From an optimization exercise on the open Yosys and OpenROAD flow, aimed at a short achievable clock period and few clock cycles per item; shortcuts taken in it are not production practice. The RTL was checked by simulation tests, not by an equivalence proof against the original design. Power figures rest on the tool's default switching activity, not on a simulated workload.

==> run X: inputs <==
Design zmips_top, start of the top module:
module zmips_top
(
    input  logic            clk,
    input  logic            rst,
    input  logic [XLEN-1:0] i_data,
    output logic [XLEN-1:0] i_addr,
    output logic [XLEN-1:0] d_addr,
    output logic [XLEN-1:0] d_wdata,
    output logic            d_wr
);
clock: 10.5 ns
lec_check: 0
cap_margin: 20
core_margin: 2
core_utilization: 40
slew_margin: 20
standard.sh (not shown) runs the stock make flow with config.mk's settings and CLKGATE_MAP_FILE= SYNTH_SCRIPT=/design/flow/synth_recipe.tcl, a recipe that flattens the netlist after the stock synthesis.
==> flow/flow/run.sh <==
#!/bin/bash
export ADDER_MAP_FILE=
export SETUP_SLACK_MARGIN=7.0
export BUFFER_PORTS_ARGS="-buffer_cell sky130_fd_sc_hd__buf_4"
bash standard.sh > standard.log 2>&1
==> run E: changes against run X <==
--- a/flow/design.v
+++ b/flow/design.v
@@ -126,60 +126,66 @@
         id_sa_w     <= sa_w;
         id_sa_e     <= sa_e;
         id_sa_imm   <= i_data[30];
         id_sb_reg   <= sb_reg;
         id_sb_reg_n <= ~sb_reg;
         id_sb_w     <= sb_w;
         id_sb_e     <= sb_e;
     end
+    logic [BTB_AW-1:0] ptr_next;
+    logic [NB-1:0]     fill_we;
+    assign ptr_next = fill ? btb_ptr + 1'b1 : btb_ptr;
     always_ff @(posedge clk)
     begin
         if (rst)
         begin
             fill    <= 1'b0;
+            fill_we <= '0;
             btb_v   <= '0;
             btb_ptr <= '0;
         end
         else
         begin
             fill <= btb_wr;
+            for (int i = 0; i < NB; i++)
+                fill_we[i] <= btb_wr & (ptr_next == i);
             if (fill)
             begin
                 for (int i = 0; i < NB; i++)
-                    if (btb_ptr == i)
+                    if (fill_we[i])
                         btb_v[i] <= 1'b1;
                     else if (btb_pc[i][BTB_TW-1:0] == fill_pc[BTB_TW-1:0])
                         btb_v[i] <= 1'b0;
                 btb_ptr <= btb_ptr + 1'b1;
             end
         end
     end
     always_ff @(posedge clk)
     begin
         fill_pc  <= btb_wr_pc;
         fill_tgt <= btb_wr_tgt;
         for (int i = 0; i < NB; i++)
-            if (fill && btb_ptr == i)
+            if (fill_we[i])
             begin
                 btb_pc[i] <= fill_pc;
                 btb_to[i] <= fill_tgt;
             end
     end
     always_ff @(posedge clk)
     begin
         if (rst)
         begin
             lp_cnt  <= '0;
             lp_trip <= '0;
         end
         else
         begin
             for (int i = 0; i < NB; i++)
-                if (fill && btb_ptr == i)
+                if (fill_we[i])
                 begin
                     lp_cnt[i]  <= LP_W'(lp_fill_res & lp_taken);
                     lp_trip[i] <= LP_W'(lp_fill_res & ~lp_taken);
                 end
                 else if (lp_upd && lp_oh[i])
                 begin
                     if (lp_taken)
                     begin
@@ -244,16 +250,17 @@
     output logic              ex_op_and,
     output logic              ex_op_or,
     output logic              ex_op_xor,
     output logic              ex_op_arith,
     output logic              ex_op_sll,
     output logic              ex_op_srl,
     output logic              ex_op_sra,
     output logic [4:0]        ex_shamt,
+    output logic [4:0]        ex_shamt_n,     
     output logic              ex_cin_one,
     output logic [REG_AW-1:0] ex_dest,
     output logic              ex_wr_reg,
     output logic              ex_store,
     output logic              ex_wr_z,
     output logic              ex_wr_c,
     output logic              ex_wr_n,
     output logic              ex_br,          
@@ -339,16 +346,17 @@
                   | ({{6{id_instr[25]}}, id_instr[25:0]} & {XLEN{id_sa_imm}});
     assign b_next = b_reg | (wb_data & {XLEN{id_sb_w}}) | (ex_y & {XLEN{id_sb_e}});
     always_ff @(posedge clk)
     begin
         ex_a      <= a_next;
         ex_b      <= b_next;
         ex_bx     <= b_next ^ {XLEN{sub}};
         ex_shamt  <= id_instr[10:6];
+        ex_shamt_n <= ~id_instr[10:6];
         ex_dest   <= dest;
         ex_op_and <= (code == 4'b0001);
         ex_op_or  <= (code == 4'b0010);
         ex_op_xor <= (code == 4'b0011);
         ex_op_arith <= (code == 4'b0100) | sub;
         ex_op_sll <= (code == 4'b1000);
         ex_op_srl <= (code == 4'b1010);
         ex_op_sra <= (code == 4'b1011);
@@ -415,51 +423,52 @@
     input  logic            op_and,
     input  logic            op_or,
     input  logic            op_xor,
     input  logic            op_arith,   
     input  logic            op_sll,
     input  logic            op_srl,
     input  logic            op_sra,
     input  logic [4:0]      shamt,
+    input  logic [4:0]      shamt_n,    
     input  logic            cin,
     output logic [XLEN-1:0] y,
     output logic            zero,
     output logic            zsum,       
     output logic            cout,
     output logic            neg
 );
     logic [XLEN-1:0] y_and, y_or, y_xor, y_sll, y_sr;
     logic [XLEN:0]   sum;
     logic [XLEN-1:0] m_sll, m_sr;
     logic            z_and, z_or, z_xor, z_a, z_sll, z_sr;
     assign sum   = {1'b0, a} + {1'b0, bx} + {{XLEN{1'b0}}, cin};
     assign y_and = a & bx;
     assign y_or  = a | bx;
     assign y_xor = a ^ bx;
     assign y_sll = a << shamt;
-    assign y_sr  = $signed({op_sra & a[XLEN-1], a}) >>> shamt;
+    assign y_sr  = $signed({op_sra & a[XLEN-1], a}) >>> ~shamt_n;
     assign y = ({XLEN{op_pass}} & a) | ({XLEN{op_and}} & y_and) | ({XLEN{op_or}} & y_or)
              | ({XLEN{op_xor}} & y_xor) | ({XLEN{op_arith}} & sum[XLEN-1:0])
              | ({XLEN{op_sll}} & y_sll) | ({XLEN{op_srl | op_sra}} & y_sr);
     assign zsum  = &((a ^ bx) ~^ {a[XLEN-2:0] | bx[XLEN-2:0], cin});
     assign z_and = ~|y_and;
     assign z_or  = ~|y_or;
     assign z_xor = ~|y_xor;
     assign z_a   = ~|a;
     assign m_sll = {XLEN{1'b1}} >> shamt;
-    assign m_sr  = {XLEN{1'b1}} << shamt;
+    assign m_sr  = {XLEN{1'b1}} << ~shamt_n;
     assign z_sll = ~|(a & m_sll);
     assign z_sr  = ~|(a & m_sr);
     assign zero = (op_pass & z_a) | (op_and & z_and) | (op_or & z_or) | (op_xor & z_xor)
                 | (op_arith & zsum) | (op_sll & z_sll) | ((op_srl | op_sra) & z_sr);
     assign cout = op_arith & sum[XLEN];
     assign neg  = (op_pass & a[XLEN-1]) | (op_and & y_and[XLEN-1]) | (op_or & y_or[XLEN-1])
                 | (op_xor & y_xor[XLEN-1]) | (op_arith & sum[XLEN-1])
-                | (op_sll & y_sll[XLEN-1]) | (op_srl & (shamt == 5'd0) & a[XLEN-1])
+                | (op_sll & y_sll[XLEN-1]) | (op_srl & (shamt_n == 5'h1f) & a[XLEN-1])
                 | (op_sra & a[XLEN-1]);
 endmodule
 `default_nettype wire
 `default_nettype none
 import zmips_pkg::*;
 module zmips_execute
 (
     input  logic              clk,
@@ -471,16 +480,17 @@
     input  logic              ex_op_and,
     input  logic              ex_op_or,
     input  logic              ex_op_xor,
     input  logic              ex_op_arith,
     input  logic              ex_op_sll,
     input  logic              ex_op_srl,
     input  logic              ex_op_sra,
     input  logic [4:0]        ex_shamt,
+    input  logic [4:0]        ex_shamt_n,
     input  logic              ex_cin_one,
     input  logic [REG_AW-1:0] ex_dest,
     input  logic              ex_wr_reg,
     input  logic              ex_store,
     input  logic              ex_wr_z,
     input  logic              ex_wr_c,
     input  logic              ex_wr_n,
     input  logic              ex_br,
@@ -520,16 +530,17 @@
         .op_and   (ex_op_and),
         .op_or    (ex_op_or),
         .op_xor   (ex_op_xor),
         .op_arith (ex_op_arith),
         .op_sll   (ex_op_sll),
         .op_srl   (ex_op_srl),
         .op_sra   (ex_op_sra),
         .shamt    (ex_shamt),
+        .shamt_n  (ex_shamt_n),
         .cin      (ex_cin_one | flag_c),
         .y        (ex_y),
         .zero     (ex_z),
         .zsum     (ex_zsum),
         .cout     (ex_c),
         .neg      (ex_n)
     );
     always_comb
@@ -614,17 +625,17 @@
     logic [31:0][XLEN-1:0] regs;
     logic [31:0]       id_sa_reg, id_sa_reg_n, id_sb_reg, id_sb_reg_n;
     logic              id_sa_w, id_sa_e, id_sa_imm, id_sb_w, id_sb_e;
     logic              d_wr_next;
     logic [REG_AW-1:0] d_dest;
     logic [XLEN-1:0]   ex_a, ex_b, ex_bx, ex_y;
     logic              ex_op_pass, ex_op_and, ex_op_or, ex_op_xor, ex_op_arith;
     logic              ex_op_sll, ex_op_srl, ex_op_sra;
-    logic [4:0]        ex_shamt;
+    logic [4:0]        ex_shamt, ex_shamt_n;
     logic              ex_cin_one;
     logic [REG_AW-1:0] ex_dest;
     logic              ex_wr_reg, ex_store, ex_wr_z, ex_wr_c, ex_wr_n;
     logic              ex_br, ex_br_k, ex_br_always;
     logic [1:0]        ex_br_cc;
     logic [PCW-1:0]    ex_br_alt;
     logic              flag_z, flag_c, flag_n;
     logic [XLEN-1:0]   wb_data;
@@ -644,31 +655,31 @@
         .id_lp, .id_hit_oh, .lp_upd_d, .lp_fill_res_d, .lp_taken_d, .lp_oh_d,
         .flag_z, .flag_c, .flag_n, .mis_e,
         .regs, .ex_y, .wb_data,
         .id_sa_reg, .id_sa_reg_n, .id_sa_w, .id_sa_e, .id_sa_imm,
         .id_sb_reg, .id_sb_reg_n, .id_sb_w, .id_sb_e, .d_wr_next, .d_dest,
         .mis_d, .alt_d, .btb_wr, .btb_wr_pc, .btb_wr_tgt,
         .ex_a, .ex_b, .ex_bx, .ex_op_pass, .ex_op_and, .ex_op_or, .ex_op_xor,
         .ex_op_arith, .ex_op_sll, .ex_op_srl, .ex_op_sra,
-        .ex_shamt, .ex_cin_one, .ex_dest, .ex_wr_reg, .ex_store,
+        .ex_shamt, .ex_shamt_n, .ex_cin_one, .ex_dest, .ex_wr_reg, .ex_store,
         .ex_wr_z, .ex_wr_c, .ex_wr_n, .ex_br, .ex_br_cc, .ex_br_k, .ex_br_always, .ex_br_alt,
         .ex_br_sense, .ex_lp_trk, .ex_lp_oh
     );
     zmips_regfile u_regfile (
         .clk,
         .wr_addr (wb_addr),
         .wr_data (wb_data),
         .wr      (wb_wr),
         .regs
     );
     zmips_execute u_execute (
         .clk, .rst, .ex_a, .ex_b, .ex_bx,
         .ex_op_pass, .ex_op_and, .ex_op_or, .ex_op_xor, .ex_op_arith,
-        .ex_op_sll, .ex_op_srl, .ex_op_sra, .ex_shamt, .ex_cin_one,
+        .ex_op_sll, .ex_op_srl, .ex_op_sra, .ex_shamt, .ex_shamt_n, .ex_cin_one,
         .ex_dest, .ex_wr_reg, .ex_store, .ex_wr_z, .ex_wr_c, .ex_wr_n,
         .ex_br, .ex_br_cc, .ex_br_k, .ex_br_always, .ex_br_alt,
         .ex_br_sense, .ex_lp_trk, .ex_lp_oh,
         .lp_upd_d, .lp_fill_res_d, .lp_taken_d, .lp_oh_d,
         .lp_upd, .lp_fill_res, .lp_taken, .lp_oh,
         .ex_y, .flag_z, .flag_c, .flag_n, .mis_e, .alt_e,
         .wb_data, .wb_addr, .wb_wr, .d_addr, .d_wdata, .d_wr
     );
==> flow/config.mk (replaced) <==
export PLATFORM = sky130hd
export DESIGN_NAME = zmips_top
export DESIGN_NICKNAME = zmips_top
export VERILOG_FILES = /design/flow/design.v
export SDC_FILE = /design/flow/constraint.sdc
export NUM_CORES = 4
export LEC_CHECK = 0
export CAP_MARGIN = 20
export CORE_MARGIN = 2
export CORE_UTILIZATION = 40
export CTS_CLUSTER_DIAMETER = 50
export CTS_CLUSTER_SIZE = 20
export SLEW_MARGIN = 20
==> run C: changes against run X <==
--- a/flow/design.v
+++ b/flow/design.v
@@ -126,60 +126,66 @@
         id_sa_w     <= sa_w;
         id_sa_e     <= sa_e;
         id_sa_imm   <= i_data[30];
         id_sb_reg   <= sb_reg;
         id_sb_reg_n <= ~sb_reg;
         id_sb_w     <= sb_w;
         id_sb_e     <= sb_e;
     end
+    logic [BTB_AW-1:0] ptr_next;
+    logic [NB-1:0]     fill_we;
+    assign ptr_next = fill ? btb_ptr + 1'b1 : btb_ptr;
     always_ff @(posedge clk)
     begin
         if (rst)
         begin
             fill    <= 1'b0;
+            fill_we <= '0;
             btb_v   <= '0;
             btb_ptr <= '0;
         end
         else
         begin
             fill <= btb_wr;
+            for (int i = 0; i < NB; i++)
+                fill_we[i] <= btb_wr & (ptr_next == i);
             if (fill)
             begin
                 for (int i = 0; i < NB; i++)
-                    if (btb_ptr == i)
+                    if (fill_we[i])
                         btb_v[i] <= 1'b1;
                     else if (btb_pc[i][BTB_TW-1:0] == fill_pc[BTB_TW-1:0])
                         btb_v[i] <= 1'b0;
                 btb_ptr <= btb_ptr + 1'b1;
             end
         end
     end
     always_ff @(posedge clk)
     begin
         fill_pc  <= btb_wr_pc;
         fill_tgt <= btb_wr_tgt;
         for (int i = 0; i < NB; i++)
-            if (fill && btb_ptr == i)
+            if (fill_we[i])
             begin
                 btb_pc[i] <= fill_pc;
                 btb_to[i] <= fill_tgt;
             end
     end
     always_ff @(posedge clk)
     begin
         if (rst)
         begin
             lp_cnt  <= '0;
             lp_trip <= '0;
         end
         else
         begin
             for (int i = 0; i < NB; i++)
-                if (fill && btb_ptr == i)
+                if (fill_we[i])
                 begin
                     lp_cnt[i]  <= LP_W'(lp_fill_res & lp_taken);
                     lp_trip[i] <= LP_W'(lp_fill_res & ~lp_taken);
                 end
                 else if (lp_upd && lp_oh[i])
                 begin
                     if (lp_taken)
                     begin
@@ -244,16 +250,17 @@
     output logic              ex_op_and,
     output logic              ex_op_or,
     output logic              ex_op_xor,
     output logic              ex_op_arith,
     output logic              ex_op_sll,
     output logic              ex_op_srl,
     output logic              ex_op_sra,
     output logic [4:0]        ex_shamt,
+    output logic [4:0]        ex_shamt_n,     
     output logic              ex_cin_one,
     output logic [REG_AW-1:0] ex_dest,
     output logic              ex_wr_reg,
     output logic              ex_store,
     output logic              ex_wr_z,
     output logic              ex_wr_c,
     output logic              ex_wr_n,
     output logic              ex_br,          
@@ -339,16 +346,17 @@
                   | ({{6{id_instr[25]}}, id_instr[25:0]} & {XLEN{id_sa_imm}});
     assign b_next = b_reg | (wb_data & {XLEN{id_sb_w}}) | (ex_y & {XLEN{id_sb_e}});
     always_ff @(posedge clk)
     begin
         ex_a      <= a_next;
         ex_b      <= b_next;
         ex_bx     <= b_next ^ {XLEN{sub}};
         ex_shamt  <= id_instr[10:6];
+        ex_shamt_n <= ~id_instr[10:6];
         ex_dest   <= dest;
         ex_op_and <= (code == 4'b0001);
         ex_op_or  <= (code == 4'b0010);
         ex_op_xor <= (code == 4'b0011);
         ex_op_arith <= (code == 4'b0100) | sub;
         ex_op_sll <= (code == 4'b1000);
         ex_op_srl <= (code == 4'b1010);
         ex_op_sra <= (code == 4'b1011);
@@ -415,51 +423,52 @@
     input  logic            op_and,
     input  logic            op_or,
     input  logic            op_xor,
     input  logic            op_arith,   
     input  logic            op_sll,
     input  logic            op_srl,
     input  logic            op_sra,
     input  logic [4:0]      shamt,
+    input  logic [4:0]      shamt_n,    
     input  logic            cin,
     output logic [XLEN-1:0] y,
     output logic            zero,
     output logic            zsum,       
     output logic            cout,
     output logic            neg
 );
     logic [XLEN-1:0] y_and, y_or, y_xor, y_sll, y_sr;
     logic [XLEN:0]   sum;
     logic [XLEN-1:0] m_sll, m_sr;
     logic            z_and, z_or, z_xor, z_a, z_sll, z_sr;
     assign sum   = {1'b0, a} + {1'b0, bx} + {{XLEN{1'b0}}, cin};
     assign y_and = a & bx;
     assign y_or  = a | bx;
     assign y_xor = a ^ bx;
     assign y_sll = a << shamt;
-    assign y_sr  = $signed({op_sra & a[XLEN-1], a}) >>> shamt;
+    assign y_sr  = $signed({op_sra & a[XLEN-1], a}) >>> ~shamt_n;
     assign y = ({XLEN{op_pass}} & a) | ({XLEN{op_and}} & y_and) | ({XLEN{op_or}} & y_or)
              | ({XLEN{op_xor}} & y_xor) | ({XLEN{op_arith}} & sum[XLEN-1:0])
              | ({XLEN{op_sll}} & y_sll) | ({XLEN{op_srl | op_sra}} & y_sr);
     assign zsum  = &((a ^ bx) ~^ {a[XLEN-2:0] | bx[XLEN-2:0], cin});
     assign z_and = ~|y_and;
     assign z_or  = ~|y_or;
     assign z_xor = ~|y_xor;
     assign z_a   = ~|a;
     assign m_sll = {XLEN{1'b1}} >> shamt;
-    assign m_sr  = {XLEN{1'b1}} << shamt;
+    assign m_sr  = {XLEN{1'b1}} << ~shamt_n;
     assign z_sll = ~|(a & m_sll);
     assign z_sr  = ~|(a & m_sr);
     assign zero = (op_pass & z_a) | (op_and & z_and) | (op_or & z_or) | (op_xor & z_xor)
                 | (op_arith & zsum) | (op_sll & z_sll) | ((op_srl | op_sra) & z_sr);
     assign cout = op_arith & sum[XLEN];
     assign neg  = (op_pass & a[XLEN-1]) | (op_and & y_and[XLEN-1]) | (op_or & y_or[XLEN-1])
                 | (op_xor & y_xor[XLEN-1]) | (op_arith & sum[XLEN-1])
-                | (op_sll & y_sll[XLEN-1]) | (op_srl & (shamt == 5'd0) & a[XLEN-1])
+                | (op_sll & y_sll[XLEN-1]) | (op_srl & (shamt_n == 5'h1f) & a[XLEN-1])
                 | (op_sra & a[XLEN-1]);
 endmodule
 `default_nettype wire
 `default_nettype none
 import zmips_pkg::*;
 module zmips_execute
 (
     input  logic              clk,
@@ -471,16 +480,17 @@
     input  logic              ex_op_and,
     input  logic              ex_op_or,
     input  logic              ex_op_xor,
     input  logic              ex_op_arith,
     input  logic              ex_op_sll,
     input  logic              ex_op_srl,
     input  logic              ex_op_sra,
     input  logic [4:0]        ex_shamt,
+    input  logic [4:0]        ex_shamt_n,
     input  logic              ex_cin_one,
     input  logic [REG_AW-1:0] ex_dest,
     input  logic              ex_wr_reg,
     input  logic              ex_store,
     input  logic              ex_wr_z,
     input  logic              ex_wr_c,
     input  logic              ex_wr_n,
     input  logic              ex_br,
@@ -520,16 +530,17 @@
         .op_and   (ex_op_and),
         .op_or    (ex_op_or),
         .op_xor   (ex_op_xor),
         .op_arith (ex_op_arith),
         .op_sll   (ex_op_sll),
         .op_srl   (ex_op_srl),
         .op_sra   (ex_op_sra),
         .shamt    (ex_shamt),
+        .shamt_n  (ex_shamt_n),
         .cin      (ex_cin_one | flag_c),
         .y        (ex_y),
         .zero     (ex_z),
         .zsum     (ex_zsum),
         .cout     (ex_c),
         .neg      (ex_n)
     );
     always_comb
@@ -614,17 +625,17 @@
     logic [31:0][XLEN-1:0] regs;
     logic [31:0]       id_sa_reg, id_sa_reg_n, id_sb_reg, id_sb_reg_n;
     logic              id_sa_w, id_sa_e, id_sa_imm, id_sb_w, id_sb_e;
     logic              d_wr_next;
     logic [REG_AW-1:0] d_dest;
     logic [XLEN-1:0]   ex_a, ex_b, ex_bx, ex_y;
     logic              ex_op_pass, ex_op_and, ex_op_or, ex_op_xor, ex_op_arith;
     logic              ex_op_sll, ex_op_srl, ex_op_sra;
-    logic [4:0]        ex_shamt;
+    logic [4:0]        ex_shamt, ex_shamt_n;
     logic              ex_cin_one;
     logic [REG_AW-1:0] ex_dest;
     logic              ex_wr_reg, ex_store, ex_wr_z, ex_wr_c, ex_wr_n;
     logic              ex_br, ex_br_k, ex_br_always;
     logic [1:0]        ex_br_cc;
     logic [PCW-1:0]    ex_br_alt;
     logic              flag_z, flag_c, flag_n;
     logic [XLEN-1:0]   wb_data;
@@ -644,31 +655,31 @@
         .id_lp, .id_hit_oh, .lp_upd_d, .lp_fill_res_d, .lp_taken_d, .lp_oh_d,
         .flag_z, .flag_c, .flag_n, .mis_e,
         .regs, .ex_y, .wb_data,
         .id_sa_reg, .id_sa_reg_n, .id_sa_w, .id_sa_e, .id_sa_imm,
         .id_sb_reg, .id_sb_reg_n, .id_sb_w, .id_sb_e, .d_wr_next, .d_dest,
         .mis_d, .alt_d, .btb_wr, .btb_wr_pc, .btb_wr_tgt,
         .ex_a, .ex_b, .ex_bx, .ex_op_pass, .ex_op_and, .ex_op_or, .ex_op_xor,
         .ex_op_arith, .ex_op_sll, .ex_op_srl, .ex_op_sra,
-        .ex_shamt, .ex_cin_one, .ex_dest, .ex_wr_reg, .ex_store,
+        .ex_shamt, .ex_shamt_n, .ex_cin_one, .ex_dest, .ex_wr_reg, .ex_store,
         .ex_wr_z, .ex_wr_c, .ex_wr_n, .ex_br, .ex_br_cc, .ex_br_k, .ex_br_always, .ex_br_alt,
         .ex_br_sense, .ex_lp_trk, .ex_lp_oh
     );
     zmips_regfile u_regfile (
         .clk,
         .wr_addr (wb_addr),
         .wr_data (wb_data),
         .wr      (wb_wr),
         .regs
     );
     zmips_execute u_execute (
         .clk, .rst, .ex_a, .ex_b, .ex_bx,
         .ex_op_pass, .ex_op_and, .ex_op_or, .ex_op_xor, .ex_op_arith,
-        .ex_op_sll, .ex_op_srl, .ex_op_sra, .ex_shamt, .ex_cin_one,
+        .ex_op_sll, .ex_op_srl, .ex_op_sra, .ex_shamt, .ex_shamt_n, .ex_cin_one,
         .ex_dest, .ex_wr_reg, .ex_store, .ex_wr_z, .ex_wr_c, .ex_wr_n,
         .ex_br, .ex_br_cc, .ex_br_k, .ex_br_always, .ex_br_alt,
         .ex_br_sense, .ex_lp_trk, .ex_lp_oh,
         .lp_upd_d, .lp_fill_res_d, .lp_taken_d, .lp_oh_d,
         .lp_upd, .lp_fill_res, .lp_taken, .lp_oh,
         .ex_y, .flag_z, .flag_c, .flag_n, .mis_e, .alt_e,
         .wb_data, .wb_addr, .wb_wr, .d_addr, .d_wdata, .d_wr
     );
==> results.txt <==
Run E went through all stages and came out clean. Run X completed with no timing, DRC or antenna violations. Run C ran to the end with no violations.
Register-to-register slack: run C is better than run E (0.12 ns).
Between run C and run E, the lower hold slack is in run E (gap 0.025 ns).
In run X the power is smaller than in run C, by 1.3%.
Between run C and run E, the lower final cell count is in run E (gap 0.63%, measured against run E).
Non-clock buffer count, highest first: run C, run E, run X.
Count of clock-buffer cells in the layout, lowest first: run E, run C, run X.
Critical path depth: run X > run E > run C.
==> figures <==
quantity                                                                            run X                       run C                       run E
Run status                                               no timing/DRC/antenna violations  no timing/DRC/antenna violations  no timing/DRC/antenna violations
Worst r2r dst                                                 u_control.ex_bx[14]$_DFF_P_  u_control.ex_a[22]$_DFF_P_  u_control.ex_a[22]$_DFF_P_
Die Width                                                                          490 um                      491 um                      491 um
Number of placed instances, taps included                                           10500                       10600                       10600
Vias post-DR                                                                        76200                       77100                       76300
Share of the final layout cell area in sequential cells                             0.550                       0.549                       0.554
Total routing usage reported by global routing                                      0.350                       0.336                       0.335
Detailed router's first-iteration violation count                                   14400                       14500                       14400
Number of storage elements in the synthesis netlist                                  2239                        2252                        2252
Leakage power of the design                                                       37.5 nW                     38.3 nW                     37.9 nW
Sequential share of power                                                           0.498                       0.494                       0.505
Area fraction in and, or, nand and nor cells after synthesis                       0.0919                      0.0879                      0.0879
Pre-antenna DRT Iters                                                                  10                           9                          11
Switching part of the total power                                                   0.269                       0.267                       0.285
Distinct cell type count after synthesis                                              104                         102                         102
Worst hold margin                                                                0.327 ns                    0.327 ns                    0.301 ns
Testbench counts of run X, summed over its fixed seeds: cycles 41,312, instrs 37,437.
Testbench counts of run E, summed over its fixed seeds: cycles 41,312, instrs 37,437.
Testbench counts of run C, summed over its fixed seeds: cycles 41,312, instrs 37,437.

==> what the ideal ports hide <==
No port has a modelled driver above. Below, the same layouts with a new extraction and two added sets of constraints. Step 1 assumes that a clkbuf_16 drives the clock port and a buf_2 every other input. Step 2 also shifts input and output timing later by t, the mid clock arrival at the registers, as if the neighbouring blocks saw the same clock. Slacks: ideal ports / drivers / drivers and shift; pairs: ideal ports / drivers.
run	t, ns	setup WS [ns]	latest minus earliest clock arrival (ns)	worst register clock-pin slew, ns
run X	0.986	6.880 / 6.831 / 6.155	0.122 / 0.123	0.07 / 0.07
run E	0.984	6.802 / 6.802 / 6.140	0.096 / 0.096	0.09 / 0.09
run C	1.008	6.903 / 6.801 / 6.123	0.102 / 0.101	0.07 / 0.07
After both steps setup and hold are still met in every run listed. The setup slack of run C, which loses most, moves by -0.102 ns with the drivers and by -0.780 ns with both steps.
